Background: an optimization exercise with open tools, aiming at small area and a short achievable clock period. Do not read the settings as production practice.
Function was checked by simulation only, so behaviour that the tests miss may differ from the original.
No activity file was given, so power comes from the tool's default toggle rates.

==> flow/config.mk <==
export PLATFORM = sky130hd
export DESIGN_NAME = rwm_core
export DESIGN_NICKNAME = rwm_core
export VERILOG_FILES = /design/flow/design.v
export SDC_FILE = /design/flow/constraint.sdc
export NUM_CORES = 4
export LEC_CHECK = 0
export CAP_MARGIN = 20
export CORE_MARGIN = 2
export CORE_UTILIZATION = 60
export CTS_CLUSTER_DIAMETER = 150
export CTS_CLUSTER_SIZE = 24
export SETUP_SLACK_MARGIN = 3.0
export SLEW_MARGIN = 20
==> flow/constraint.sdc <==
create_clock -name core_clock -period 5.5 [get_ports {afi_clk}]
set_input_delay 1.1000 -clock core_clock [delete_from_list [all_inputs] [get_ports {afi_clk}]]
set_output_delay 1.1000 -clock core_clock [all_outputs]
set_load 0.01 [all_outputs]
==> flow/design.v <==
package rwm_isa_pkg;
	localparam int INST_WIDTH = 20;
	localparam int INST_RET_BIT = 19;
	localparam int INST_RNW_BIT = 18;
	localparam int INST_JUMP_BIT = 15;
	localparam int INST_LOOP_SEL_BIT = 13;
	localparam int INST_AC_LSB = 7;
	localparam int INST_DO_LSB = 3;
	localparam int INST_DM_LSB = 0;
	localparam int NUM_LOOPS = 2;
	localparam int PC_BITS = 7;
	localparam int AC_ADDR_BITS = 6;
	localparam int LOOP_CNT_BITS = 8;
	localparam int CMD_CODE_BITS = 4;
	typedef logic [INST_WIDTH-1:0] inst_t;
	typedef logic [PC_BITS-1:0] pc_t;
	typedef logic [AC_ADDR_BITS-1:0] ac_addr_t;
	typedef logic [LOOP_CNT_BITS-1:0] loop_cnt_t;
	typedef logic [CMD_CODE_BITS-1:0] cmd_code_t;
	typedef logic [31:0] host_data_t;
	typedef logic [11:0] host_addr_t;
	localparam int CMD_CODE_LSB = 8;
	localparam cmd_code_t CMD_RUN = 4'd0;
	localparam cmd_code_t CMD_LOAD_CNTR = 4'd2;
	localparam cmd_code_t CMD_LOAD_JUMP = 4'd3;
	localparam cmd_code_t CMD_CLEAR_ERR = 4'd4;
	localparam cmd_code_t CMD_SET_CS_MASK = 4'd5;
	localparam cmd_code_t CMD_WRITE_INST = 4'd6;
	localparam cmd_code_t CMD_WRITE_AC = 4'd7;
	localparam int SI_WIDTH = 16;
	typedef logic [SI_WIDTH-1:0] sinst_t;
	localparam int SI_RET = 15;
	localparam int SI_RNW = 14;
	localparam int SI_JM_LSB = 10;
	localparam int SI_AC_LSB = 4;
	localparam int SI_DO_LSB = 0;
	function automatic sinst_t si_encode(input inst_t w);
		logic [1:0] j;
		j = w[INST_JUMP_BIT] ? (w[INST_LOOP_SEL_BIT] ? 2'b10 : 2'b01) : 2'b00;
		si_encode[SI_RET] = w[INST_RET_BIT];
		si_encode[SI_RNW] = w[INST_RNW_BIT];
		si_encode[SI_JM_LSB +: 4] = w[2] ? {2'b11, j} : {j, w[1:0]};
		si_encode[SI_AC_LSB +: 6] = w[INST_AC_LSB +: 6];
		si_encode[SI_DO_LSB +: 4] = w[INST_DO_LSB +: 4];
	endfunction
	function automatic logic [1:0] si_jfield(input sinst_t s);
		si_jfield = (s[SI_JM_LSB+3] && s[SI_JM_LSB+2]) ? s[SI_JM_LSB +: 2] : s[SI_JM_LSB+2 +: 2];
	endfunction
	function automatic logic [3:0] si_dm(input sinst_t s);
		logic m4;
		logic [1:0] m;
		m4 = s[SI_JM_LSB+3] && s[SI_JM_LSB+2];
		m = s[SI_JM_LSB +: 2];
		si_dm[0] = m4 || m[1] || m[0];
		si_dm[1] = m4 || m[1];
		si_dm[2] = m4 || (m[1] && m[0]);
		si_dm[3] = m4;
	endfunction
	localparam int ADDR_LOOPBACK_BIT = 7;
	localparam host_addr_t ADDR_STATUS_ERR = 12'd0;
	localparam host_addr_t ADDR_STATUS_PC = 12'd1;
	typedef enum logic [1:0] {
		IDLE,
		RUNNING,
		READING,
		DONE
	} cmd_state_t;
endpackage
package rwm_phy_pkg;
	localparam int AFI_RATIO = 2;
	localparam int DQ_WIDTH = 8;
	localparam int WORDS = 2 * AFI_RATIO;
	localparam int AC_BUS_WIDTH = 24;
	localparam int CS_BITS = AFI_RATIO;
	localparam int NUM_RANKS = 2;
	localparam int CHK_QUEUE_DEPTH = 4;
	localparam int AC_WORD_BITS = AC_BUS_WIDTH + CS_BITS;
	localparam int DM_CODE_BITS = 3;
	typedef logic [WORDS*DQ_WIDTH-1:0] wdata_t;
	typedef logic [WORDS-1:0] dm_t;
	typedef logic [DQ_WIDTH-1:0] err_word_t;
	typedef logic [AC_BUS_WIDTH-1:0] ac_bus_t;
	typedef logic [AC_WORD_BITS-1:0] ac_word_t;
	typedef logic [NUM_RANKS-1:0] cs_mask_t;
	typedef logic [CS_BITS*NUM_RANKS-1:0] cs_bus_t;
	typedef logic [WORDS-1:0] do_code_t;
	typedef logic [DM_CODE_BITS-1:0] dm_code_t;
	function automatic wdata_t do_pattern(input do_code_t code);
		for (int w = 0; w < WORDS; w++) begin
			do_pattern[w*DQ_WIDTH +: DQ_WIDTH] = {DQ_WIDTH{code[w]}};
		end
	endfunction
	function automatic dm_t dm_pattern(input dm_code_t code);
		for (int w = 0; w < WORDS; w++) begin
			dm_pattern[w] = (code > w);
		end
	endfunction
endpackage
`timescale 1ns/100ps
module rwm_host_frontend (
	input  logic                     afi_clk,
	input  logic                     afi_reset_n,
	input  rwm_isa_pkg::host_addr_t  host_addr_i,
	input  rwm_isa_pkg::host_data_t  host_wdata_i,
	input  logic                     cmd_write_i,
	input  logic                     cmd_read_i,
	input  logic                     ret_seen_i,
	input  rwm_isa_pkg::pc_t         pc_next_i,
	input  rwm_phy_pkg::err_word_t   err_next_i,
	input  logic [1:0]               phase_i,
	output logic                     cmd_done_o,
	output rwm_isa_pkg::host_data_t  host_rdata_o,
	output logic                     running_o,
	output logic                     run_start_o,
	output logic                     cntr_load_o,
	output logic                     jump_load_o,
	output logic                     inst_wr_o,
	output logic                     inst_we_o,
	output logic                     ac_we_o,
	output logic                     inst_keep_o,
	output logic                     ac_keep_o,
	output logic [11:0]              pa_o,
	output logic [25:0]              pd_o,
	output rwm_phy_pkg::cs_mask_t    cs_mask_o,
	output logic                     clear_err_o,
	output logic                     loopback_o
);
	logic cmd_write_r;
	logic cmd_read_r;
	logic st_run;
	logic st_read;
	logic st_done;
	logic idle;
	logic accept;
	logic w1, w2;
	logic [11:0] pa;
	logic [25:0] pd;
	logic [3:0] code;
	logic [7:0] rdata_q;
	logic acc_next;
	logic [3:0] code_next;
	logic s_run, s_cntr, s_jump, s_clear, s_cs, s_inst;
	logic st_run_next;
	logic st_read_next;
	logic st_done_next;
	logic idle_next;
	logic busy_next;
	logic [11:0] pa_next;
	logic pa_hold;
	logic wr_slot_next;
	logic inst_we_q;
	logic ac_we_q;
	logic inst_keep_q;
	logic ac_keep_q;
	always_ff @(posedge afi_clk or negedge afi_reset_n) begin
		if (!afi_reset_n) begin
			cmd_write_r <= 1'b0;
			cmd_read_r <= 1'b0;
		end else begin
			cmd_write_r <= cmd_write_i;
			cmd_read_r <= cmd_read_i;
		end
	end
	assign code = pa[11:8];
	assign pa_hold = (accept || w1 || w2) && !acc_next;
	assign pa_next = pa_hold ? pa : host_addr_i;
	always_ff @(posedge afi_clk) begin
		w1 <= accept;
		w2 <= w1;
		pa <= pa_next;
		if (!pa_hold) begin
			pd <= host_wdata_i[25:0];
		end
	end
	assign idle_next = idle ? (!accept && !cmd_read_i) : (st_done && !cmd_write_r && !cmd_read_r);
	assign acc_next = cmd_write_i && idle_next;
	assign code_next = pa_next[11:8];
	assign busy_next = acc_next || accept || w1 || w2;
	assign wr_slot_next = busy_next && (pa_next[1:0] == ~(phase_i + 2'd1));
	always_ff @(posedge afi_clk) begin
		inst_we_q <= wr_slot_next && (pa_next[11:8] == rwm_isa_pkg::CMD_WRITE_INST);
		ac_we_q <= wr_slot_next && (pa_next[11:8] == rwm_isa_pkg::CMD_WRITE_AC);
		inst_keep_q <= !(wr_slot_next && (pa_next[11:8] == rwm_isa_pkg::CMD_WRITE_INST));
		ac_keep_q <= !(wr_slot_next && (pa_next[11:8] == rwm_isa_pkg::CMD_WRITE_AC));
	end
	assign inst_we_o = inst_we_q;
	assign ac_we_o = ac_we_q;
	assign inst_keep_o = inst_keep_q;
	assign ac_keep_o = ac_keep_q;
	assign run_start_o = s_run;
	assign cntr_load_o = s_cntr;
	assign jump_load_o = s_jump;
	assign clear_err_o = s_clear;
	assign inst_wr_o = s_inst;
	always_comb begin
		st_run_next = st_run;
		st_read_next = st_read;
		st_done_next = st_done;
		if (idle) begin
			st_run_next = run_start_o;
			st_read_next = !run_start_o && cmd_read_i;
			st_done_next = !run_start_o && !cmd_read_i && accept;
		end else if (st_run) begin
			st_run_next = !ret_seen_i;
			st_done_next = ret_seen_i;
		end else if (st_read) begin
			st_read_next = 1'b0;
			st_done_next = 1'b1;
		end else if (!cmd_write_r && !cmd_read_r) begin
			st_done_next = 1'b0;
		end
	end
	always_ff @(posedge afi_clk or negedge afi_reset_n) begin
		if (!afi_reset_n) begin
			st_run <= 1'b0;
			st_read <= 1'b0;
			st_done <= 1'b0;
			idle <= 1'b1;
			accept <= 1'b0;
			s_run <= 1'b0;
			s_cntr <= 1'b0;
			s_jump <= 1'b0;
			s_clear <= 1'b0;
			s_cs <= 1'b0;
			s_inst <= 1'b0;
			cs_mask_o <= '0;
			loopback_o <= 1'b0;
		end else begin
			st_run <= st_run_next;
			st_read <= st_read_next;
			st_done <= st_done_next;
			idle <= idle_next;
			accept <= acc_next;
			s_run <= acc_next && (code_next == rwm_isa_pkg::CMD_RUN);
			s_cntr <= acc_next && (code_next == rwm_isa_pkg::CMD_LOAD_CNTR);
			s_jump <= acc_next && (code_next == rwm_isa_pkg::CMD_LOAD_JUMP);
			s_clear <= acc_next && (code_next == rwm_isa_pkg::CMD_CLEAR_ERR);
			s_cs <= acc_next && (code_next == rwm_isa_pkg::CMD_SET_CS_MASK);
			s_inst <= acc_next && (code_next == rwm_isa_pkg::CMD_WRITE_INST);
			if (s_cs) begin
				cs_mask_o <= pd[1:0];
			end
			if (run_start_o) begin
				loopback_o <= pa[rwm_isa_pkg::ADDR_LOOPBACK_BIT];
			end
		end
	end
	always_ff @(posedge afi_clk) begin
		if (host_addr_i == rwm_isa_pkg::ADDR_STATUS_ERR) begin
			rdata_q <= err_next_i;
		end else if (host_addr_i == rwm_isa_pkg::ADDR_STATUS_PC) begin
			rdata_q <= {1'b0, pc_next_i};
		end else begin
			rdata_q <= '0;
		end
	end
	assign host_rdata_o = {24'd0, rdata_q};
	assign cmd_done_o = st_done;
	assign running_o = st_run;
	assign pa_o = pa;
	assign pd_o = pd;
endmodule
`timescale 1ns/100ps
module rwm_sequencer (
	input  logic                    afi_clk,
	input  logic                    afi_reset_n,
	input  logic                    running_i,
	input  logic                    run_start_i,
	input  logic                    cntr_load_i,
	input  logic                    jump_load_i,
	input  logic                    inst_wr_i,
	input  logic                    inst_we_i,
	input  logic                    inst_keep_i,
	input  logic [11:0]             pa_i,
	input  logic [25:0]             pd_i,
	input  rwm_isa_pkg::pc_t        host_fa_i,
	output rwm_isa_pkg::sinst_t     op_o,
	output logic [3:0]              ac_hi_o,
	output logic [3:0]              ac_mid_o,
	output logic                    ret_seen_o,
	output rwm_isa_pkg::pc_t        pc_next_o,
	output logic [1:0]              phase_o
);
	localparam int NR = 32;
	localparam int W = rwm_isa_pkg::SI_WIDTH;
	function automatic logic [31:0] onehot32(input logic [4:0] a);
		for (int i = 0; i < 32; i++) onehot32[i] = (a == i);
	endfunction
	function automatic logic [15:0] onehot16(input logic [3:0] a);
		for (int i = 0; i < 16; i++) onehot16[i] = (a == i);
	endfunction
	function automatic logic [3:0] onehot4(input logic [1:0] a);
		for (int i = 0; i < 4; i++) onehot4[i] = (a == i);
	endfunction
	logic [1:0] phase;
	logic [1:0] phase1;
	logic [NR*W-1:0] place_bus [4];
	rwm_isa_pkg::sinst_t wr_word;
	rwm_isa_pkg::sinst_t mem_rd;
	rwm_isa_pkg::pc_t fa_q;
	logic [NR-1:0] fa_ring_q;
	logic [3:0] fa_place_q;
	rwm_isa_pkg::pc_t pc_q;
	rwm_isa_pkg::sinst_t op_q;
	logic [3:0] ac_hi_q;
	logic [3:0] ac_mid_q;
	rwm_isa_pkg::sinst_t inst_lp [2];
	logic lp_flag [2];
	logic lp_grab [2];
	rwm_isa_pkg::pc_t loop_ptr [2];
	rwm_isa_pkg::loop_cnt_t loop_init [2];
	rwm_isa_pkg::loop_cnt_t loop_cnt [2];
	logic loop_nz [2];
	logic op_ret;
	logic op_jump;
	logic loop_sel;
	logic jump_taken;
	logic [1:0] jf;
	rwm_isa_pkg::pc_t jmp_fa [2];
	logic [NR-1:0] host_ring, seq_ring;
	logic [NR-1:0] jmp_ring [2];
	logic [3:0] host_place, seq_place;
	logic [3:0] jmp_place [2];
	always_ff @(posedge afi_clk) begin
		phase <= phase + 2'd1;
	end
	assign phase1 = phase + 2'd1;
	assign wr_word = rwm_isa_pkg::si_encode(pd_i[rwm_isa_pkg::INST_WIDTH-1:0]);
	for (genvar k = 0; k < NR; k++) begin : g_ring
		rwm_isa_pkg::sinst_t r0, r1, r2, r3;
		logic wsel, keep;
		assign wsel = inst_we_i && (pa_i[6:2] == k);
		assign keep = inst_keep_i || (pa_i[6:2] != k);
		always_ff @(posedge afi_clk) begin
			r0 <= ({W{keep}} & r3) | ({W{wsel}} & wr_word);
			r1 <= r0;
			r2 <= r1;
			r3 <= r2;
		end
		assign place_bus[0][k*W +: W] = r0;
		assign place_bus[1][k*W +: W] = r1;
		assign place_bus[2][k*W +: W] = r2;
		assign place_bus[3][k*W +: W] = r3;
	end
	rwm_isa_pkg::sinst_t place_rd [4];
	always_comb begin
		mem_rd = '0;
		for (int p = 0; p < 4; p++) begin
			place_rd[p] = '0;
			for (int k = 0; k < NR; k++) begin
				place_rd[p] = place_rd[p] | ({W{fa_ring_q[k]}} & place_bus[p][k*W +: W]);
			end
			mem_rd = mem_rd | ({W{fa_place_q[p]}} & place_rd[p]);
		end
	end
	assign jf = rwm_isa_pkg::si_jfield(op_q);
	assign loop_sel = jf[1];
	assign op_ret = running_i && op_q[rwm_isa_pkg::SI_RET];
	assign op_jump = running_i && (jf != 2'b00);
	assign jump_taken = op_jump && loop_nz[loop_sel];
	always_comb begin
		if (run_start_i) begin
			pc_next_o = pd_i[rwm_isa_pkg::PC_BITS-1:0];
		end else if (jump_taken) begin
			pc_next_o = loop_ptr[loop_sel];
		end else if (running_i && !op_ret) begin
			pc_next_o = fa_q;
		end else begin
			pc_next_o = pc_q;
		end
	end
	always_comb begin
		host_ring = onehot32(host_fa_i[6:2]);
		host_place = onehot4(host_fa_i[1:0] + phase1);
		for (int l = 0; l < 2; l++) begin
			jmp_fa[l] = loop_ptr[l] + 1'b1;
			jmp_ring[l] = onehot32(jmp_fa[l][6:2]);
			jmp_place[l] = onehot4(jmp_fa[l][1:0] + phase1);
		end
		seq_ring = (fa_q[1:0] == 2'd3) ? {fa_ring_q[NR-2:0], fa_ring_q[NR-1]} : fa_ring_q;
		seq_place = {fa_place_q[1:0], fa_place_q[3:2]};
	end
	always_ff @(posedge afi_clk) begin
		if (jump_taken) begin
			op_q <= inst_lp[loop_sel];
			ac_hi_q <= onehot4(inst_lp[loop_sel][rwm_isa_pkg::SI_AC_LSB+4 +: 2]);
			ac_mid_q <= onehot4(inst_lp[loop_sel][rwm_isa_pkg::SI_AC_LSB+2 +: 2]);
		end else begin
			op_q <= mem_rd;
			ac_hi_q <= onehot4(mem_rd[rwm_isa_pkg::SI_AC_LSB+4 +: 2]);
			ac_mid_q <= onehot4(mem_rd[rwm_isa_pkg::SI_AC_LSB+2 +: 2]);
		end
		if (run_start_i || (running_i && !op_ret)) begin
			if (jump_taken) begin
				fa_q <= jmp_fa[loop_sel];
				fa_ring_q <= jmp_ring[loop_sel];
				fa_place_q <= jmp_place[loop_sel];
			end else begin
				fa_q <= fa_q + 1'b1;
				fa_ring_q <= seq_ring;
				fa_place_q <= seq_place;
			end
		end else begin
			fa_q <= host_fa_i;
			fa_ring_q <= host_ring;
			fa_place_q <= host_place;
		end
		for (int l = 0; l < 2; l++) begin
			if (inst_wr_i && (pa_i[rwm_isa_pkg::PC_BITS-1:0] == loop_ptr[l])) begin
				inst_lp[l] <= wr_word;
			end else if (lp_grab[l]) begin
				inst_lp[l] <= op_q;
			end else if (lp_flag[l] && (phase == 2'd0)) begin
				inst_lp[l] <= place_bus[0][W-1:0];
			end
		end
	end
	always_ff @(posedge afi_clk or negedge afi_reset_n) begin
		if (!afi_reset_n) begin
			pc_q <= '0;
			for (int l = 0; l < 2; l++) begin
				loop_ptr[l] <= '0;
				loop_init[l] <= '0;
				loop_cnt[l] <= '0;
				loop_nz[l] <= 1'b0;
				lp_flag[l] <= 1'b1;
				lp_grab[l] <= 1'b0;
			end
		end else begin
			pc_q <= pc_next_o;
			for (int l = 0; l < 2; l++) begin
				if (cntr_load_i && (pa_i[0] == l[0])) begin
					loop_init[l] <= pd_i[rwm_isa_pkg::LOOP_CNT_BITS-1:0];
					loop_cnt[l] <= pd_i[rwm_isa_pkg::LOOP_CNT_BITS-1:0];
					loop_nz[l] <= (pd_i[rwm_isa_pkg::LOOP_CNT_BITS-1:0] != '0);
				end else if (op_jump && (loop_sel == l[0])) begin
					loop_cnt[l] <= jump_taken ? loop_cnt[l] - 1'b1 : loop_init[l];
					loop_nz[l] <= jump_taken ? (loop_cnt[l] != 8'd1) : (loop_init[l] != '0);
				end
				lp_grab[l] <= jump_load_i && (pa_i[0] == l[0]);
				if (jump_load_i && (pa_i[0] == l[0])) begin
					loop_ptr[l] <= pd_i[rwm_isa_pkg::PC_BITS-1:0];
					lp_flag[l] <= 1'b0;
				end
			end
		end
	end
	assign op_o = op_q;
	assign ac_hi_o = ac_hi_q;
	assign ac_mid_o = ac_mid_q;
	assign ret_seen_o = op_ret;
	assign phase_o = phase;
endmodule
`timescale 1ns/100ps
module rwm_pattern_gen (
	input  logic                    afi_clk,
	input  logic                    afi_reset_n,
	input  logic                    op_valid_i,
	input  rwm_isa_pkg::sinst_t     op_i,
	input  logic                    ac_we_i,
	input  logic                    ac_keep_i,
	input  logic [3:0]              ac_hi_i,
	input  logic [3:0]              ac_mid_i,
	input  logic [1:0]              phase_i,
	input  logic [11:0]             pa_i,
	input  logic [25:0]             pd_i,
	input  rwm_phy_pkg::cs_mask_t   cs_mask_i,
	output rwm_phy_pkg::wdata_t     afi_wdata_o,
	output rwm_phy_pkg::dm_t        afi_dm_o,
	output rwm_phy_pkg::ac_bus_t    ac_bus_o,
	output rwm_phy_pkg::cs_bus_t    cs_bus_o,
	output logic                    wr_beat_o
);
	localparam int NR = 16;
	logic [NR*rwm_phy_pkg::AC_WORD_BITS-1:0] place_bus [4];
	rwm_phy_pkg::ac_word_t ac_word;
	rwm_phy_pkg::cs_bus_t cs_next;
	for (genvar k = 0; k < NR; k++) begin : g_ring
		rwm_phy_pkg::ac_word_t r0, r1, r2, r3;
		logic wsel, keep;
		assign wsel = ac_we_i && (pa_i[5:2] == k);
		assign keep = ac_keep_i || (pa_i[5:2] != k);
		always_ff @(posedge afi_clk) begin
			r0 <= ({rwm_phy_pkg::AC_WORD_BITS{keep}} & r3) |
				({rwm_phy_pkg::AC_WORD_BITS{wsel}} & pd_i[rwm_phy_pkg::AC_WORD_BITS-1:0]);
			r1 <= r0;
			r2 <= r1;
			r3 <= r2;
		end
		assign place_bus[0][k*rwm_phy_pkg::AC_WORD_BITS +: rwm_phy_pkg::AC_WORD_BITS] = r0;
		assign place_bus[1][k*rwm_phy_pkg::AC_WORD_BITS +: rwm_phy_pkg::AC_WORD_BITS] = r1;
		assign place_bus[2][k*rwm_phy_pkg::AC_WORD_BITS +: rwm_phy_pkg::AC_WORD_BITS] = r2;
		assign place_bus[3][k*rwm_phy_pkg::AC_WORD_BITS +: rwm_phy_pkg::AC_WORD_BITS] = r3;
	end
	rwm_phy_pkg::ac_word_t place_rd [4];
	logic [NR-1:0] ac_ring;
	logic [1:0] ac_place;
	always_comb begin
		for (int k = 0; k < NR; k++) ac_ring[k] = ac_hi_i[k/4] && ac_mid_i[k%4];
		ac_place = op_i[rwm_isa_pkg::SI_AC_LSB +: 2] + phase_i;
		ac_word = '0;
		for (int p = 0; p < 4; p++) begin
			place_rd[p] = '0;
			for (int k = 0; k < NR; k++) begin
				place_rd[p] = place_rd[p] | ({rwm_phy_pkg::AC_WORD_BITS{ac_ring[k]}} &
					place_bus[p][k*rwm_phy_pkg::AC_WORD_BITS +: rwm_phy_pkg::AC_WORD_BITS]);
			end
			ac_word = ac_word | ({rwm_phy_pkg::AC_WORD_BITS{ac_place == p}} & place_rd[p]);
		end
	end
	always_comb begin
		for (int p = 0; p < rwm_phy_pkg::CS_BITS; p++) begin
			for (int r = 0; r < rwm_phy_pkg::NUM_RANKS; r++) begin
				cs_next[p*rwm_phy_pkg::NUM_RANKS + r] = ac_word[rwm_phy_pkg::AC_BUS_WIDTH + p] | cs_mask_i[r];
			end
		end
	end
	always_ff @(posedge afi_clk or negedge afi_reset_n) begin
		if (!afi_reset_n) begin
			cs_bus_o <= '1;
			wr_beat_o <= 1'b0;
		end else begin
			cs_bus_o <= op_valid_i ? cs_next : '1;
			wr_beat_o <= op_valid_i && op_i[rwm_isa_pkg::SI_RNW];
		end
	end
	always_ff @(posedge afi_clk) begin
		if (op_valid_i) begin
			afi_wdata_o <= rwm_phy_pkg::do_pattern(op_i[rwm_isa_pkg::SI_DO_LSB +: rwm_phy_pkg::WORDS]);
			afi_dm_o <= rwm_isa_pkg::si_dm(op_i);
			ac_bus_o <= ac_word[rwm_phy_pkg::AC_BUS_WIDTH-1:0];
		end else begin
			afi_wdata_o <= '0;
			afi_dm_o <= '0;
			ac_bus_o <= '0;
		end
	end
endmodule
`timescale 1ns/100ps
module rwm_read_checker (
	input  logic                    afi_clk,
	input  logic                    afi_reset_n,
	input  logic                    op_valid_i,
	input  rwm_isa_pkg::sinst_t     op_i,
	input  rwm_phy_pkg::wdata_t     rdata_i,
	input  logic                    rdata_valid_i,
	input  logic                    clear_err_i,
	output rwm_phy_pkg::err_word_t  err_word_o,
	output rwm_phy_pkg::err_word_t  err_next_o
);
	rwm_phy_pkg::do_code_t code_q [rwm_phy_pkg::CHK_QUEUE_DEPTH];
	logic [$clog2(rwm_phy_pkg::CHK_QUEUE_DEPTH)-1:0] wr_ptr;
	logic [$clog2(rwm_phy_pkg::CHK_QUEUE_DEPTH)-1:0] rd_ptr;
	logic [$clog2(rwm_phy_pkg::CHK_QUEUE_DEPTH):0] count;
	logic push;
	logic pop;
	rwm_phy_pkg::wdata_t expected;
	rwm_phy_pkg::wdata_t diff;
	rwm_phy_pkg::err_word_t mismatch;
	rwm_phy_pkg::err_word_t err_q;
	assign push = op_valid_i && op_i[rwm_isa_pkg::SI_RNW] &&
		(count != rwm_phy_pkg::CHK_QUEUE_DEPTH);
	assign pop = rdata_valid_i && (count != '0);
	assign expected = rwm_phy_pkg::do_pattern(code_q[rd_ptr]);
	assign diff = rdata_i ^ expected;
	always_comb begin
		mismatch = '0;
		for (int b = 0; b < rwm_phy_pkg::DQ_WIDTH; b++) begin
			for (int w = 0; w < rwm_phy_pkg::WORDS; w++) begin
				mismatch[b] |= diff[w*rwm_phy_pkg::DQ_WIDTH + b];
			end
		end
	end
	always_ff @(posedge afi_clk) begin
		if (push) begin
			code_q[wr_ptr] <= op_i[rwm_isa_pkg::SI_DO_LSB +: rwm_phy_pkg::WORDS];
		end
	end
	always_ff @(posedge afi_clk or negedge afi_reset_n) begin
		if (!afi_reset_n) begin
			wr_ptr <= '0;
			rd_ptr <= '0;
			count <= '0;
			err_q <= '0;
		end else if (clear_err_i) begin
			wr_ptr <= '0;
			rd_ptr <= '0;
			count <= '0;
			err_q <= '0;
		end else begin
			if (push) begin
				wr_ptr <= wr_ptr + 1'b1;
			end
			if (pop) begin
				rd_ptr <= rd_ptr + 1'b1;
				err_q <= err_q | mismatch;
			end
			case ({push, pop})
				2'b10: count <= count + 1'b1;
				2'b01: count <= count - 1'b1;
				default: count <= count;
			endcase
		end
	end
	assign err_word_o = err_q;
	always_comb begin
		if (clear_err_i) begin
			err_next_o = '0;
		end else if (pop) begin
			err_next_o = err_q | mismatch;
		end else begin
			err_next_o = err_q;
		end
	end
endmodule
`timescale 1ns/100ps
module rwm_core (
	input  logic                     afi_clk,
	input  logic                     afi_reset_n,
	input  rwm_isa_pkg::host_addr_t  host_addr_i,
	input  rwm_isa_pkg::host_data_t  host_wdata_i,
	input  logic                     cmd_write_i,
	input  logic                     cmd_read_i,
	input  rwm_phy_pkg::wdata_t      afi_rdata_i,
	input  logic                     afi_rdata_valid_i,
	output rwm_isa_pkg::host_data_t  host_rdata_o,
	output logic                     cmd_done_o,
	output rwm_phy_pkg::wdata_t      afi_wdata_o,
	output rwm_phy_pkg::dm_t         afi_dm_o,
	output rwm_phy_pkg::ac_bus_t     ac_bus_o,
	output rwm_phy_pkg::cs_bus_t     cs_bus_o
);
	logic running;
	logic run_start;
	logic cntr_load;
	logic jump_load;
	logic inst_wr;
	logic inst_we;
	logic ac_we;
	logic inst_keep;
	logic ac_keep;
	logic [3:0] ac_hi;
	logic [3:0] ac_mid;
	logic [11:0] pa;
	logic [25:0] pd;
	rwm_phy_pkg::cs_mask_t cs_mask;
	logic clear_err;
	logic loopback;
	logic ret_seen;
	rwm_isa_pkg::pc_t pc_next;
	rwm_phy_pkg::err_word_t err_word;
	rwm_phy_pkg::err_word_t err_next;
	rwm_isa_pkg::sinst_t op;
	logic [1:0] phase;
	rwm_phy_pkg::wdata_t wdata;
	logic wr_beat;
	rwm_phy_pkg::wdata_t chk_rdata;
	logic chk_valid;
	rwm_host_frontend u_frontend (
		.afi_clk(afi_clk), .afi_reset_n(afi_reset_n),
		.host_addr_i(host_addr_i), .host_wdata_i(host_wdata_i),
		.cmd_write_i(cmd_write_i), .cmd_read_i(cmd_read_i),
		.ret_seen_i(ret_seen), .pc_next_i(pc_next), .err_next_i(err_next), .phase_i(phase),
		.cmd_done_o(cmd_done_o), .host_rdata_o(host_rdata_o),
		.running_o(running), .run_start_o(run_start),
		.cntr_load_o(cntr_load), .jump_load_o(jump_load),
		.inst_wr_o(inst_wr), .inst_we_o(inst_we), .ac_we_o(ac_we),
		.inst_keep_o(inst_keep), .ac_keep_o(ac_keep),
		.pa_o(pa), .pd_o(pd),
		.cs_mask_o(cs_mask), .clear_err_o(clear_err), .loopback_o(loopback)
	);
	rwm_sequencer u_sequencer (
		.afi_clk(afi_clk), .afi_reset_n(afi_reset_n),
		.running_i(running), .run_start_i(run_start),
		.cntr_load_i(cntr_load), .jump_load_i(jump_load),
		.inst_wr_i(inst_wr), .inst_we_i(inst_we), .inst_keep_i(inst_keep),
		.pa_i(pa), .pd_i(pd), .host_fa_i(host_wdata_i[rwm_isa_pkg::PC_BITS-1:0]),
		.op_o(op), .ac_hi_o(ac_hi), .ac_mid_o(ac_mid), .ret_seen_o(ret_seen), .pc_next_o(pc_next), .phase_o(phase)
	);
	rwm_pattern_gen u_pattern_gen (
		.afi_clk(afi_clk), .afi_reset_n(afi_reset_n),
		.op_valid_i(running), .op_i(op),
		.ac_we_i(ac_we), .ac_keep_i(ac_keep), .ac_hi_i(ac_hi), .ac_mid_i(ac_mid), .phase_i(phase),
		.pa_i(pa), .pd_i(pd),
		.cs_mask_i(cs_mask), .afi_wdata_o(wdata), .afi_dm_o(afi_dm_o),
		.ac_bus_o(ac_bus_o), .cs_bus_o(cs_bus_o), .wr_beat_o(wr_beat)
	);
	assign chk_rdata = loopback ? wdata : afi_rdata_i;
	assign chk_valid = loopback ? wr_beat : afi_rdata_valid_i;
	rwm_read_checker u_read_checker (
		.afi_clk(afi_clk), .afi_reset_n(afi_reset_n),
		.op_valid_i(running), .op_i(op),
		.rdata_i(chk_rdata), .rdata_valid_i(chk_valid),
		.clear_err_i(clear_err), .err_word_o(err_word), .err_next_o(err_next)
	);
	assign afi_wdata_o = wdata;
endmodule
==> flow/run.sh <==
#!/bin/bash
# synth_recipe.tcl (not shown) runs the flow's synth.tcl, then flattens the netlist and writes it again
# the make line also repeats each setting of config.mk as NAME=value (left out here)
make -C /OpenROAD-flow-scripts/flow DESIGN_CONFIG=/design/flow/config.mk WORK_HOME=/design/flow/orfs CLKGATE_MAP_FILE= SYNTH_SCRIPT=/design/flow/synth_recipe.tcl finish
==> results of run 1 <==
-- cell usage in the layout (no fill, tap or decap), types with 96 or more instances in the layout --
cell / count
a22oi_1: 1080
a22o_1: 1132
nor2_1: 99
nand2_1: 401
nand3_1: 134
a221oi_1: 266
dfxtp_1: 3760
a22oi_2: 96
clkbuf_16: 202
o21ai_0: 173
edfxtp_1: 112
nand4_1: 232
buf_4: 297
buf_6: 115
-- power by group --
group          leakage, uW  internal (uW)  switching [uW]
combinational       0.0146            720            1750
clock              0.00241           6250            9090
sequential          0.0330          29400             342
-- metrics by stage --
stage          cells  cell area, um2  utilization
2_1_floorplan   9511          119000            -
3_3_place_gp   11667          122400       0.6214
3_5_place_dp   11667          122400       0.6214
4_1_cts        12162          132400       0.6719
5_1_grt        12225          133900       0.6797
6_report       12271          134000       0.6803
-- per-layer routing --
metal,vias up,wire length [um],global-route usage
li1,35805,-,-
met1,46176,189300,0.6494
met2,9320,200200,0.6486
met3,2256,90790,0.2188
met4,29,36930,0.2806
met5,-,750,0
-- sequential cells by signal (all words and copies together) (netlist names), 8 cells and up --
name,cells
u_sequencer.op_q,16
u_sequencer.g_ring.r2,512
u_sequencer.g_ring.r1,512
u_sequencer.loop_init,16
u_sequencer.g_ring.r0,512
u_pattern_gen.g_ring.r0,416
u_sequencer.fa_ring_q,32
u_pattern_gen.g_ring.r1,416
u_frontend.pd,26
u_sequencer.g_ring.r3,512
u_sequencer.loop_ptr,14
u_sequencer.loop_cnt,16
u_sequencer.inst_lp,32
u_read_checker.code_q,16
u_frontend.pa,12
u_read_checker.err_q,8
u_pattern_gen.g_ring.r3,416
u_frontend.rdata_q,8
u_pattern_gen.ac_bus_o,24
u_pattern_gen.g_ring.r2,416
-- repair_timing --
item                                    4_1_cts  5_1_grt
endpoints found under the hold margin         0        0
gates cloned                                 77       16
setup buffers                               191       43
endpoints found under the setup margin      776      272
pin swaps                                   118      118
resized for setup                           751      185
-- synthesized netlist by cell type, types with 78 or more instances --
| cell | n |
|---|---|
| nor2_1 | 142 |
| o21ai_0 | 175 |
| nand4_1 | 232 |
| nand2_1 | 412 |
| buf_2 | 78 |
| buf_1 | 156 |
| dfrtp_1 | 88 |
| dfxtp_1 | 3801 |
| a22o_1 | 1138 |
| and3_1 | 79 |
| a22oi_1 | 1176 |
| clkbuf_1 | 560 |
| edfxtp_1 | 112 |
| nand3_1 | 140 |
| a221oi_1 | 331 |
-- worst min path at each step --
stage | from | endpoint | slack [ps] | cells past startpoint
6_report | afi_reset_n | u_read_checker.err_q[2] | 290 | 1
5_1_grt | afi_reset_n | u_read_checker.err_q[2] | 340 | 1
4_1_cts | afi_reset_n | u_read_checker.err_q[2] | 280 | 1
3_5_place_dp | u_pattern_gen.g_ring[11].r1[2] | u_pattern_gen.g_ring[11].r2[2] | 340 | 0
3_3_place_gp | u_pattern_gen.g_ring[6].r1[6] | u_pattern_gen.g_ring[6].r2[6] | 330 | 0
2_1_floorplan | u_pattern_gen.g_ring[10].r1[24] | u_pattern_gen.g_ring[10].r2[24] | 330 | 0
-- final cells by class --
cell class | count | area (um2) | share of cell area
flip-flops and latches | 4008 | 81950 | 0.6115
well taps | 2640 | 3303 | 0.02465
inverters | 35 | 163.9 | 0.001223
multi-input cells | 4655 | 35820 | 0.2673
repair buffers | 654 | 7694 | 0.05740
clock buffers | 220 | 4846 | 0.03616
clock inverters | 7 | 106.4 | 0.0007935
repair inverters | 2 | 13.76 | 0.0001027
diodes | 50 | 125.1 | 0.0009335
-- logic make-up after synthesis --
group | count (synthesis) | synth area share
buffers and inverters | 883 | 0.03046
multiplexers | 95 | 0.009084
other | 1 | 0.00003155
XOR/XNOR | 75 | 0.005526
AND/OR/NAND/NOR | 1202 | 0.05062
flip-flops | 4008 | 0.6885
adder cells (fa/ha/maj) | 17 | 0.001853
AO/OA/AOI/OAI | 3207 | 0.2139
==> impl.org, run 1 <==
** Status
- Result of the run :: timing/DRC/antenna clean

** Route
- Antenna violation net count after detailed routing :: 0
- After detailed routing, the number of remaining DRC violations is 0.
- DR WL/cell :: 42.21 um
- Wires add up to 518.0 mm.
- First-pass DRT Iterations :: 13
- After the first detailed-routing iteration, the DRC count stood at 18,021.
- Vias per cell :: 7.627
- Vias post-DR :: 93,586

** STA
- The number of failing hold endpoints at the final stage is 0.
- Adding up every negative setup slack in the final design gives 0 ps.
- Setup Viol. Count Final :: 0
- Timing would allow up to 0.3480 GHz.
- Worst Clk Skew :: 43.31 ps
- The number of max-slew violations in the final report came to 0.
- Across all hold checks on the routed design, the worst slack comes to 289.1 ps.
- Post-layout min period :: 2873 ps
- At the pin with the least slew margin, the transition time is 1148 ps.
- Setup repair after global routing could not meet its margin everywhere.
- The worst path meets setup with 2627 ps of slack.
- Max-Slew Margin vs Limit :: 0.2349
- Dividing the final minimum period by the clock period gives 0.5225.

** Clock tree
- Clk root buf :: clkbuf_16
- # clock sinks :: 4,008
- The clock passes through at most 3 buffers.
- For this design, the CTS-stage hold fixing added 0 buffers.
- Clock latency on the worst-skew pair :: 910 ps
- Clock-pin slew was measured on the worst setup and hold paths at 100 ps.
- TritonCTS built the clock tree.
- Clock tree synthesis inserted a total of 184 buffers.
- CTS HTree Levels :: 4

** Worst setup path
- Data required time at the worst endpoint :: 6270 ps
- The worst setup path is captured at a register.
- Data on the critical path arrives at its endpoint at 3640 ps.
- In this run the critical register-to-register path is captured at u_sequencer.op_q[3].
- The worst register-to-register path begins at u_sequencer.fa_ring_q[29].
- Setup crit start :: u_sequencer.fa_ring_q[29]
- Critical-path cell with the highest stage delay :: nand4_1
- The kind of cell with the highest combined delay along the critical path is compound AO/OA/AOI/OAI gates.
- The setup path with the least slack is of type reg2reg.
- In this design, the stage delay of the slowest critical-path cell is 500 ps.
- The critical path crosses 8 cells after its start point.
- R2r worst-path depth :: 8
- Capturing element of the worst setup path :: u_sequencer.op_q[3]
- Startpoint class of the critical path :: register
- The signal on the critical path passes through buf_6, buf_12, a22o_1, a221oi_2, nand3_1, o41ai_2, nand4_1, o21a_1.
- Across all register-to-register paths, the minimum setup slack is 2630 ps.
- Together, buffers and inverters on the worst path number 2.
- Along the worst path, the maximum fanout reaches 7.

** Synth
- Counting every instance in the synthesized netlist gives 9,488.
- Of all cell types, the one taking the most synthesized area is dfxtp_1.
- Proportion of synthesized flip-flops having asynchronous set or reset :: 0.02370
- Count of different cell masters after synthesis :: 78
- Cell Area, Synth :: 0.1189 mm2
- Mean instance size in the synthesized netlist :: 12.53 um2
- The share of synthesized area in the top cell type comes to 0.6402.
- The synthesized design contains 112 enable-type register cells.
- Primary flip-flop cell chosen by synthesis mapping :: dfxtp_1
- Flip-flop and latch count after synthesis :: 4,008
- Yosys printed 18 warnings.
- The share of the Yosys chip area taken by registers is 0.6885.
- By area the synthesized netlist is led by dfxtp_1 (64%), a22o_1 (8.4%), a22oi_1 (7.4%).

** Flow run
- Across the run, the number of max-cap violations was 0.

** Layout
- Counting the fill cells in the layout gives 14,454.
- Post-layout net count :: 9,638
- Of the cells placed in the final design, the portion with a size suffix greater than 1 is 0.1382.
- Relative to the synthesized area, the layout overhead comes to 12.75%.

** Power
- IR analysis of the VDD net gives a maximum drop of 0.0004053 V.
- Static Leakage :: 0.04996 uW
- For this design the ratio of total power to cell area is 354.7 mW/mm2.
- Post-route total power :: 47,540 uW

** Global routing
- The number of global-route vias before repair is 86,242.
- The number of antenna violations at the first check in global routing came to 54.
- The first global-routing pass estimated 686.7 mm of wire.
- Pin count of the biggest net entering global routing :: 66
- In the global route stage, overall resource usage came out at 0.4869.
- GRT Residual Overflow :: 0

** Placement
- Detailed Place HPWL :: 262.1 mm
- DP Worst Slack :: 1871 ps
- Final Wtd Congestion :: 0.9596
- IO Port Bufs :: 147

** Die
- In this run the horizontal extent of the chip is 449.1 um.
- For this configuration, the core starts out at a cell density of 0.6033.
- Measured along the y axis, the die boundary spans 449.1 um.
- Overall die area :: 0.2017 mm2
- I/O pin cnt :: 178
- Number of placement rows :: 163
- After floorplanning, the core was sized to cover 0.1970 mm2.

** Worst hold path
- The worst hold path belongs to the class in2async.
==> inputs of run 2 (changes only) <==
--- a/flow/design.v
+++ b/flow/design.v
@@ -143,6 +143,7 @@
 	logic st_run_next;
 	logic st_read_next;
 	logic st_done_next;
+	logic done_q;
 	logic idle_next;
 	logic busy_next;
 	logic [11:0] pa_next;
@@ -255,7 +256,10 @@
 		end
 	end
 	assign host_rdata_o = {24'd0, rdata_q};
-	assign cmd_done_o = st_done;
+	always_ff @(posedge afi_clk) begin
+		done_q <= st_done_next;
+	end
+	assign cmd_done_o = done_q;
 	assign running_o = st_run;
 	assign pa_o = pa;
 	assign pd_o = pd;
@@ -469,12 +473,14 @@
 	output rwm_phy_pkg::dm_t        afi_dm_o,
 	output rwm_phy_pkg::ac_bus_t    ac_bus_o,
 	output rwm_phy_pkg::cs_bus_t    cs_bus_o,
-	output logic                    wr_beat_o
+	output logic                    wr_beat_o,
+	output rwm_phy_pkg::wdata_t     lb_data_o
 );
 	localparam int NR = 16;
 	logic [NR*rwm_phy_pkg::AC_WORD_BITS-1:0] place_bus [4];
 	rwm_phy_pkg::ac_word_t ac_word;
 	rwm_phy_pkg::cs_bus_t cs_next;
+	rwm_phy_pkg::do_code_t lb_code;
 	for (genvar k = 0; k < NR; k++) begin : g_ring
 		rwm_phy_pkg::ac_word_t r0, r1, r2, r3;
 		logic wsel, keep;
@@ -515,15 +521,12 @@
 			end
 		end
 	end
-	always_ff @(posedge afi_clk or negedge afi_reset_n) begin
-		if (!afi_reset_n) begin
-			cs_bus_o <= '1;
-			wr_beat_o <= 1'b0;
-		end else begin
-			cs_bus_o <= op_valid_i ? cs_next : '1;
-			wr_beat_o <= op_valid_i && op_i[rwm_isa_pkg::SI_RNW];
-		end
+	always_ff @(posedge afi_clk) begin
+		cs_bus_o <= op_valid_i ? cs_next : '1;
+		wr_beat_o <= op_valid_i && op_i[rwm_isa_pkg::SI_RNW];
+		lb_code <= (op_valid_i && op_i[rwm_isa_pkg::SI_RNW]) ? op_i[rwm_isa_pkg::SI_DO_LSB +: rwm_phy_pkg::WORDS] : '0;
 	end
+	assign lb_data_o = rwm_phy_pkg::do_pattern(lb_code);
 	always_ff @(posedge afi_clk) begin
 		if (op_valid_i) begin
 			afi_wdata_o <= rwm_phy_pkg::do_pattern(op_i[rwm_isa_pkg::SI_DO_LSB +: rwm_phy_pkg::WORDS]);
@@ -654,6 +657,7 @@
 	logic [1:0] phase;
 	rwm_phy_pkg::wdata_t wdata;
 	logic wr_beat;
+	rwm_phy_pkg::wdata_t lb_data;
 	rwm_phy_pkg::wdata_t chk_rdata;
 	logic chk_valid;
 	rwm_host_frontend u_frontend (
@@ -683,9 +687,10 @@
 		.ac_we_i(ac_we), .ac_keep_i(ac_keep), .ac_hi_i(ac_hi), .ac_mid_i(ac_mid), .phase_i(phase),
 		.pa_i(pa), .pd_i(pd),
 		.cs_mask_i(cs_mask), .afi_wdata_o(wdata), .afi_dm_o(afi_dm_o),
-		.ac_bus_o(ac_bus_o), .cs_bus_o(cs_bus_o), .wr_beat_o(wr_beat)
+		.ac_bus_o(ac_bus_o), .cs_bus_o(cs_bus_o), .wr_beat_o(wr_beat),
+		.lb_data_o(lb_data)
 	);
-	assign chk_rdata = loopback ? wdata : afi_rdata_i;
+	assign chk_rdata = loopback ? lb_data : afi_rdata_i;
 	assign chk_valid = loopback ? wr_beat : afi_rdata_valid_i;
 	rwm_read_checker u_read_checker (
 		.afi_clk(afi_clk), .afi_reset_n(afi_reset_n),
--- a/flow/config.mk
+++ b/flow/config.mk
@@ -9,6 +9,6 @@
 export CORE_MARGIN = 2
 export CORE_UTILIZATION = 60
 export CTS_CLUSTER_DIAMETER = 150
-export CTS_CLUSTER_SIZE = 24
-export SETUP_SLACK_MARGIN = 3.0
+export CTS_CLUSTER_SIZE = 20
+export SETUP_SLACK_MARGIN = 2.8
 export SLEW_MARGIN = 20
==> run 2 against run 1 <==
Effect of this change:
- wire length down 6.7%
- largest power group unchanged
- count of clock-buffer cells in the layout up 37
- highest routed layer unchanged
- power grew 2.1%
- synthesized cell count up 0.16%
- non-clock buffer count decreased by 155
- sequential share of layout area up 1.2 points
- global-route usage fell by 2.9 points
- cell count down 1.0%
- fmax down 2.1%
- critical path type unchanged
==> impl.org, run 2 <==
** Status
- Result of the run :: timing/DRC/antenna clean (unchanged)

** STA
- Achievable clock frequency :: 0.3408 GHz (was 0.3480 GHz)
- The number of failing hold endpoints at the final stage is 0 (unchanged).
- Setup Viol. Count Final :: 0 (unchanged)
- The final period demand of the worst path is 2934 ps (was 2873 ps).
- Measured slew at the worst slew-check pin :: 1297 ps (was 1148 ps)
- RSZ-0062 raised after global routing: true (unchanged).
- The worst-case clock skew is 30.46 ps (was 43.31 ps).
- The worst relative slew slack came to 0.1352 (was 0.2349).
- The final-layout setup total negative slack came to 0 ps (unchanged).
- Final worst-path cycle share :: 0.5335 (was 0.5225)
- The number of max-slew violations in the final report came to 0 (unchanged).

** Synth
- The flip-flop cell with the highest count after synthesis is dfxtp_1 (unchanged).
- The synthesized area divided by synthesized cell count is 12.52 um2 (was 12.53 um2).
- The top cell type's share of synthesized area is 0.6414 (was 0.6402).
- Largest cells by area after synthesis :: dfxtp_1 (64%), a22o_1 (8.6%), a22oi_1 (7.2%) (was dfxtp_1 (64%), a22o_1 (8.4%), a22oi_1 (7.4%))
- The number of instances in the synthesized netlist was 9,503 (was 9,488).
- Proportion of synthesized flip-flops having asynchronous set or reset :: 0.02243 (was 0.02370)
- Most common library cells after synthesis :: dfxtp_1 (3,811), a22o_1 (1,163), a22oi_1 (1,134) (was dfxtp_1 (3,801), a22oi_1 (1,176), a22o_1 (1,138))
- Count of different cell masters after synthesis :: 77 (was 78)
- The number of warnings reported in the yosys synthesis log came to 18 (unchanged).
- The cell area after synthesis was 0.1189 mm2 (about the same).
- The number of flops mapped to enable cells by yosys was 112 (unchanged).
- Area leader, netlist :: dfxtp_1 (unchanged)
- Part of the Yosys area used for sequential elements :: 0.6886 (was 0.6885)
- Count leader, synth :: dfxtp_1 (unchanged)
- Flip-flop and latch count after synthesis :: 4,013 (was 4,008)

** Route
- First-pass DRT Iterations :: 9 (was 13)
- Vias post-DR :: 90,439 (was 93,586)
- The count of routing violations after the opening detailed-route iteration is 16,513 (was 18,021).
- The number of vias per cell is 7.445 (was 7.627).
- The average detailed-routed wire length per instance is 39.77 um (was 42.21 um).
- The count of nets left with antenna violations after detail routing came to 0 (unchanged).
- The final routed wirelength across all metal layers came to 483.0 mm (was 518.0 mm).
- The post-detailed-route DRC marker count was 0 (unchanged).

** Placement
- Final Wtd Congestion :: 0.9712 (was 0.9596)
- Cell count after placement :: 11,683 (was 11,667)
- Cell area reported after detailed placement :: 0.1224 mm2 (about the same)
- Detailed Place HPWL :: 263.6 mm (was 262.1 mm)
- The port buffer count was 147 (unchanged).

** Flow run
- Max-cap viol count :: 0 (unchanged)

** Worst setup path
- Capturing element of the worst setup path :: u_sequencer.op_q[14] (was u_sequencer.op_q[3])
- Data required time at the worst endpoint :: 6310 ps (was 6270 ps)
- R2r worst-path depth :: 7 (was 8)
- The startpoint of the worst setup timing path was u_sequencer.fa_ring_q[28] (was u_sequencer.fa_ring_q[29]).
- The end of the worst register-to-register path was u_sequencer.op_q[14] (was u_sequencer.op_q[3]).
- Worst r2r src :: u_sequencer.fa_ring_q[28] (was u_sequencer.fa_ring_q[29])
- The critical path's slowest cell is nand4_1 (unchanged).
- Startpoint class of the critical path :: register (unchanged)
- Series of cell instances along the critical path :: buf_12, a22o_1, a221oi_1, nand3_1, o41ai_2, nand4_1, o21a_1 (was buf_6, buf_12, a22o_1, a221oi_2, nand3_1, o41ai_2, nand4_1, o21a_1)
- The nature of the critical path endpoint was a register (unchanged).
- Worst endpoint data arrival time :: 3750 ps (was 3640 ps)
- Reg2Reg Setup Slack :: 2570 ps (was 2630 ps)
- The maximum fanout encountered on the critical timing path came to 65 (was 7).
- Crit path kind :: reg2reg (unchanged)
- CP max stage delay :: 460 ps (was 500 ps)

** Layout
- The post-synthesis to final-layout area growth was 10.64% (was 12.75%).
- The final layout net count is 9,520 (was 9,638).
- Fin cells :: 12,147 (was 12,271)
- Fraction of final layout cells sized beyond drive strength 1 :: 0.09602 (was 0.1382)
- Final design instance area without fill :: 0.1316 mm2 (was 0.1340 mm2)
- The commonest non-fill, non-tap cell in the layout is dfxtp_1 (unchanged).
- Fill cell total of the finished layout :: 14,734 (was 14,454)
- Leading cell types in the layout, fill and taps excluded: dfxtp_1 (3,783), a22o_1 (1,161), a22oi_1 (1,118) (was dfxtp_1 (3,760), a22o_1 (1,132), a22oi_1 (1,080)).

** Global routing
- GRT Residual Overflow :: 0 (unchanged)
- GR Util All Layers :: 0.4575 (was 0.4869)
- The maximum number of pins on one net before global-route repair was 66 (unchanged).
- The number of global-route vias before repair is 84,723 (was 86,242).
- First-pass GRT wire length :: 654.1 mm (was 686.7 mm)
- Initial antenna violation count :: 49 (was 54)

** Power
- The maximum resistive drop on vdd was 0.0003888 V (was 0.0004053 V).
- The leakage dissipation was 0.04871 uW (was 0.04996 uW).
- The ratio of total power to cell area came to 368.8 mW/mm2 (was 354.7 mW/mm2).
- The power after layout came to 48,540 uW (was 47,540 uW).

** Die
- The effective utilization at floorplan is 0.6031 (was 0.6033).
- The die span in y is 449.3 um (was 449.1 um).
- The core region area was 0.1972 mm2 (was 0.1970 mm2).
- The overall die width was 449.3 um (was 449.1 um).
- The row count was 163 (unchanged).
- Overall die area :: 0.2018 mm2 (was 0.2017 mm2)
- I/O pin cnt :: 178 (unchanged)

** Clock tree
- The largest buffer count on any clock path came to 3 (unchanged).
- CTS clock-pin slew for the worst setup and hold paths :: 90 ps (was 100 ps)
- The later-pin clock latency in the skew report is 920 ps (was 910 ps).
- Clock tree from TritonCTS :: done (unchanged)
- # clock sinks :: 4,013 (was 4,008)
- CTS HTree Levels :: 4 (unchanged)
- Clk root buf :: clkbuf_16 (unchanged)
- The total of hold buffers inserted after clock tree synthesis is 0 (unchanged).
- The clock buffer count from CTS was 218 (was 184).

** Worst hold path
- The worst min-delay path category is in2async (unchanged).
[run 2: cell count changes after synthesis, sizes merged, moves of 11 or more]
cell	previous run	this run
a22oi	1176	1134
nor2	143	121
and3	79	92
mux2i	38	49
nand4	232	219
mux2	53	30
a221oi	331	349
a221o	12	0
o21ai	175	186
nand2	413	426
clkbuf	561	542
a22o	1138	1163
buf	287	310
[run 2: critical path: cells and delay by family, from the launching register on]
family / cells / cell delay [ps]
and+or+nand+nor: 2 / 600
DFF: 1 / 430
AOI/OAI and AO/OA: 4 / 1320
buffers and inverters: 1 / 200
[run 2: cell type report]
cell class / count / area (um2) / share of cell area
antenna: 40 / 100.1 / 0.0007606
clock buffer: 257 / 5708 / 0.04337
clock inverter: 8 / 96.34 / 0.0007321
inverter: 37 / 160.2 / 0.001217
multi-input combinational: 4653 / 34760 / 0.2641
sequential: 4013 / 81990 / 0.6230
tap: 2640 / 3303 / 0.02510
timing repair buffer: 499 / 5485 / 0.04168
[run 2: power by group]
part | switching, uW | leakage (uW) | internal (uW) | total [uW]
combinational | 1590 | 0.0129 | 621 | 2210
sequential | 310 | 0.0330 | 29400 | 29700
clock | 9320 | 0.00283 | 7280 | 16600
[run 2: cell families after synthesis]
kind of cell,share of synthesized area
multiplexers,0.007952
buffers and inverters,0.03050
AND/OR/NAND/NOR,0.05012
AO/OA/AOI/OAI,0.2152
flip-flops,0.6886
XOR/XNOR,0.005670
adder cells (fa/ha/maj),0.001851
other,0.00003153
[run 2: worst min-delay path by stage]
stage / from / end / slack (ps) / cells after the start
6_report: afi_reset_n / u_sequencer.loop_init[1][2] / 210 / 1
5_1_grt: afi_reset_n / u_sequencer.loop_init[1][1] / 240 / 1
4_1_cts: afi_reset_n / u_sequencer.loop_init[1][1] / 180 / 1
3_5_place_dp: u_sequencer.g_ring[19].r0[4] / u_sequencer.g_ring[19].r1[4] / 340 / 0
3_3_place_gp: u_pattern_gen.g_ring[12].r1[8] / u_pattern_gen.g_ring[12].r2[8] / 330 / 0
2_1_floorplan: u_pattern_gen.g_ring[2].r1[25] / u_pattern_gen.g_ring[2].r2[25] / 330 / 0
[run 2: metal layers]
layer | GRT usage | up-vias | share of wire
met5 | 0 | - | 0.00065
met4 | 0.2638 | 32 | 0.068
met3 | 0.1638 | 1852 | 0.15
met2 | 0.6256 | 8216 | 0.40
met1 | 0.6235 | 44742 | 0.38
li1 | - | 35597 | -
[run 2: stage by stage]
stage	utilization	hold WS, ps	setup slack, ps
2_1_floorplan	-	329.8	2767
5_1_grt	0.6668	241.5	2662
3_5_place_dp	0.6205	335.5	1867
4_1_cts	0.6621	183.2	2744
6_report	0.6673	205.4	2566
3_3_place_gp	0.6204	331.3	1854
[run 2: timing repair]
action	in CTS	in global routing
endpoints found under the setup margin	716	229
cloned	47	6
resized for setup	350	87
endpoints found under the hold margin	0	0
buffers inserted	64	41
pin swaps	35	51
==> inputs of run 3 (changes only) <==
--- a/flow/config.mk
+++ b/flow/config.mk
@@ -7,7 +7,7 @@
 export LEC_CHECK = 0
 export CAP_MARGIN = 20
 export CORE_MARGIN = 2
-export CORE_UTILIZATION = 60
+export CORE_UTILIZATION = 66
 export CTS_CLUSTER_DIAMETER = 150
 export CTS_CLUSTER_SIZE = 20
 export SETUP_SLACK_MARGIN = 2.8
==> run 3 against run 2 <==
Effect of this change:
- still clean on timing, DRC and antenna
- global-route usage grew 2.7 points
- sequential power is essentially flat
- hold slack lost 72 ps
- wire length shrank 2.3%
- register-to-register slack gained 30 ps
- critical path type unchanged
==> impl.org, run 3 <==
** Status
- Result of the run: timing/DRC/antenna clean (unchanged).

** STA
- The number of failing hold endpoints at the final stage was 0 (unchanged).
- The number of failing setup endpoints in the final timing report was 0 (unchanged).
- The worst relative slew slack came to 0.1293 (was 0.1352).
- Post-layout min period :: 2907 ps (was 2934 ps)
- The final-layout setup total negative slack was 0 ps (unchanged).
- Final worst-path cycle share :: 0.5285 (was 0.5335)
- RSZ-0062 raised after global routing :: true (unchanged)
- The maximum clock rate came to 0.3441 GHz (was 0.3408 GHz).
- The number of max-slew violations in the final report was 0 (unchanged).
- The measured slew at the worst slew-check pin is 1306 ps (was 1297 ps).
- Worst Clk Skew :: 30.25 ps (was 30.46 ps)

** Worst hold path
- The worst min-delay path category was in2async (unchanged).

** Power
- The power share of the combinational group is 0.045 (about the same).
- Post-route total power :: 48,590 uW (was 48,540 uW)
- Reported net switching power :: 11,270 uW (was 11,220 uW)
- Switch share :: 0.2319 (was 0.2311)
- Share of power burned in the clock network :: 0.343 (was 0.342)
- The sequential cell fraction of total power came to 0.613 (was 0.612).
- Static Leakage :: 0.04858 uW (was 0.04871 uW)
- Worst ir drop on vdd :: 0.0003496 V (was 0.0003888 V)
- Int Power :: 37,320 uW (about the same)
- Total power density per cell area :: 371.4 mW/mm2 (was 368.8 mW/mm2)

** Synth
- Primary flip-flop cell chosen by synthesis mapping :: dfxtp_1 (unchanged)
- Proportion of synthesized flip-flops having asynchronous set or reset :: 0.02243 (unchanged)
- Most common library cells after synthesis: dfxtp_1 (3,811), a22o_1 (1,163), a22oi_1 (1,134) (unchanged).
- The synthesized area divided by synthesized cell count was 12.52 um2 (unchanged).
- Count of synthesis-stage warnings from yosys :: 18 (unchanged)
- Number of enable-type register cells in the synthesized netlist :: 112 (unchanged)
- Count leader, synth :: dfxtp_1 (unchanged)
- Area leader, netlist :: dfxtp_1 (unchanged)
- The number of instances in the synthesized netlist is 9,503 (unchanged).
- The number of synthesized register bits is 4,013 (unchanged).
- Largest cells by area after synthesis :: dfxtp_1 (64%), a22o_1 (8.6%), a22oi_1 (7.2%) (unchanged)
- The cell area after synthesis came to 0.1189 mm2 (unchanged).
- Count of different cell masters after synthesis :: 77 (unchanged)
- The share of the yosys chip area belonging to registers came to 0.6886 (unchanged).
- The top cell type's share of synthesized area is 0.6414 (unchanged).

** Global routing
- The maximum number of pins on one net before global-route repair is 66 (unchanged).
- The global routing usage summed across all routing layers came to 0.4840 (was 0.4575).
- The number of antenna violations at the first check in global routing came to 34 (was 49).
- First-pass GRT wire length :: 633.7 mm (was 654.1 mm)
- Via count of the first global-routing pass :: 85,198 (was 84,723)
- GRT Residual Overflow :: 0 (unchanged)

** Worst setup path
- Series of cell instances along the critical path :: buf_4, nand2b_1, nor2_1, nand2_1, buf_4, a22o_1 (was buf_12, a22o_1, a221oi_1, nand3_1, o41ai_2, nand4_1, o21a_1)
- The critical path's slowest cell is nor2_1 (was nand4_1).
- Worst endpoint data arrival time :: 3700 ps (was 3750 ps)
- The critical path's largest stage delay came to 640 ps (was 460 ps).
- By instance count, the cell type seen most on the critical path is buf_4.
- The largest delay contributor family on the critical path is simple AND/OR/NAND/NOR gates (was compound AO/OA/AOI/OAI gates).
- The number of buffers and inverters on the critical path was 2 (was 1).
- Kind of capture point of the worst setup path :: register (unchanged)
- The startpoint kind of the worst setup timing path is a register (unchanged).
- Crit path kind :: reg2reg (unchanged)
- Data required time at the worst endpoint :: 6300 ps (was 6310 ps)
- The maximum fanout encountered on the critical timing path came to 12 (was 65).

** Route
- The final routed wirelength across all metal layers came to 472.0 mm (was 483.0 mm).
- The length of the first detailed-routing pass in iterations is 9 (unchanged).
- Initial drt markers :: 17,637 (was 16,513)
- The post-detailed-route DRC marker count is 0 (unchanged).
- Vias per cell :: 7.736 (was 7.445)
- The average detailed-routed wire length per instance is 39.78 um (was 39.77 um).
- Antenna violation net count after detailed routing :: 0 (unchanged)
- Vias post-DR :: 91,787 (was 90,439)

** Clock tree
- The total of hold buffers inserted after clock tree synthesis was 0 (unchanged).
- Clock tree from TritonCTS :: done (unchanged)
- Clock latency on the worst-skew pair :: 930 ps (was 920 ps)
- The largest buffer count on any clock path is 3 (unchanged).
- Clk root buf :: clkbuf_16 (unchanged)
- # clock sinks :: 4,013 (unchanged)
- The clock-pin slew reported for the worst setup and hold paths after clock tree synthesis came to 90 ps (about the same).
- The number of H-tree branching levels was 4 (unchanged).
- The clock buffer count from CTS is 218 (unchanged).

** Flow run
- The max-cap violation count is 0 (unchanged).

** Layout
- The commonest non-fill, non-tap cell in the layout is dfxtp_1 (unchanged).
- Fill cell total of the finished layout :: 12,272 (was 14,734)
- Leading cell types in the layout, fill and taps excluded: dfxtp_1 (3,785), a22o_1 (1,163), a22oi_1 (1,122) (was dfxtp_1 (3,783), a22o_1 (1,161), a22oi_1 (1,118)).
- The final layout net count came to 9,532 (was 9,520).
- The fraction of layout cells with a size suffix above 1 is 0.09365 (was 0.09602).
- The post-layout instance area came to 0.1308 mm2 (was 0.1316 mm2).
- The post-synthesis to final-layout area growth was 9.986% (was 10.64%).

** Placement
- Final Wtd Congestion :: 0.9950 (was 0.9712)
- IO Port Bufs :: 147 (unchanged)
- The post-detailed-placement half-perimeter wirelength was 261.3 mm (was 263.6 mm).
- The cell area after placement came to 0.1221 mm2 (was 0.1224 mm2).

** Die
- The core region area came to 0.1788 mm2 (was 0.1972 mm2).
- Initial Utilization :: 0.6652 (was 0.6031)
- Overall die area :: 0.1836 mm2 (was 0.2018 mm2)
- The row count came to 155 (was 163).
- The overall die width was 428.5 um (was 449.3 um).
- The die span in y came to 428.5 um (was 449.3 um).
- I/O pin cnt :: 178 (unchanged)
-- run 3: cell counts after synthesis --
Identical to the previous run, type by type.
-- run 3: power groups by stage --
stage / Sequential (uW) / Clock, uW / Combinational, uW
after floorplan: 30200 / 0 / 1170
after global placement: 30500 / 0 / 1770
after detailed placement: 30500 / 0 / 1800
after CTS: 29700 / 16500 / 1960
after global routing: 29800 / 17500 / 2200
final: 29800 / 16700 / 2180
-- run 3: kinds of logic after synthesis --
kind of cell | count (synthesis) | synth area share
AO/OA/AOI/OAI | 3231 | 0.2152
XOR/XNOR | 77 | 0.005670
adder cells (fa/ha/maj) | 17 | 0.001851
buffers and inverters | 889 | 0.03050
flip-flops | 4013 | 0.6886
multiplexers | 83 | 0.007952
other | 1 | 0.00003153
AND/OR/NAND/NOR | 1192 | 0.05012
-- run 3: final timing paths --
kind,start,to,slack (ps),cells after the start
min,afi_reset_n,u_sequencer.lp_grab[1],130,1
max in group asynchronous,afi_reset_n,u_sequencer.loop_ptr[0][1],4210,2
max,u_frontend.pa[2],u_sequencer.g_ring[10].r0[5],2590,6
max reg2reg,u_frontend.pa[2],u_sequencer.g_ring[10].r0[5],2590,6
min reg2reg,u_pattern_gen.g_ring[1].r2[13],u_pattern_gen.g_ring[1].r3[13],340,0
min in group core_clock,u_pattern_gen.g_ring[1].r2[13],u_pattern_gen.g_ring[1].r3[13],340,0
-- run 3: routing by layer --
metal | GRT usage | share of wire
met5 | 0.002342 | 0.00067
met4 | 0.2851 | 0.072
met3 | 0.1920 | 0.17
met2 | 0.6582 | 0.39
met1 | 0.6502 | 0.36
-- run 3: worst register-to-register path, cell delays in order, from the launching register on --
cell and delay [ps]:
edfxtp_1 380, buf_4 190, nand2b_1 270, nor2_1 640, nand2_1 500, buf_4 460, a22o_1 340
-- run 3: area by class of cell --
class,count,area [um2],share of cell area
inverter,37,160.2,0.001224
timing repair buffer,511,5185,0.03963
sequential,4013,81970,0.6266
clock buffer,257,5708,0.04363
antenna,28,70.07,0.0005356
clock inverter,11,195.2,0.001492
tap,2355,2947,0.02252
multi-input combinational,4653,34590,0.2644
-- run 3: through the flow --
step	utilization	std cells	setup slack [ps]	hold WS [ps]
6_report	0.7317	11865	2593	133.3
5_1_grt	0.7313	11837	2685	148.5
4_1_cts	0.7232	11765	2785	112.8
3_5_place_dp	0.6829	11397	1930	335.5
3_3_place_gp	0.6828	11396	1942	332.5
2_1_floorplan	-	9526	2767	329.8
-- run 3: timing repair --
item | CTS | global route
gates cloned | 30 | 17
setup buffers | 70 | 55
setup endpoints to repair | 721 | 254
pin swaps | 29 | 36
gates resized for setup | 214 | 136

-- afterwards: timing with drivers on the ports --
Ports are ideal in the flow. The routed layouts listed here were re-timed in OpenROAD. Step 1, drivers: a clkbuf_16 drives afi_clk and a buf_2 each remaining input, both assumed. Step 2, shift: input delay + t, output delay - t, t = (earliest + latest rising clock arrival at the registers) / 2. This alone moves slack from input paths to output paths. Three values: no drivers, after step 1, after step 2; two values: the first two.
run | shift t [ns] | setup slack, ns | hold WS [ns] | worst setup path at the end | slew at the worst register clock pin (ns)
run 1 | 0.993 | 2.627 / 2.627 / 2.133 | 0.289 / 0.217 / 0.341 | input to register | 0.11 / 0.11
run 2 | 0.998 | 2.566 / 2.566 / 2.010 | 0.205 / 0.137 / 0.338 | input to register | 0.10 / 0.10
run 3 | 0.996 | 2.593 / 2.593 / 1.993 | 0.133 / 0.075 / 0.337 | input to register | 0.10 / 0.10
After both steps setup and hold are still met in every run listed. The setup slack of run 3, which loses most, moves by 0.000 ns with the drivers and by -0.600 ns with both steps.
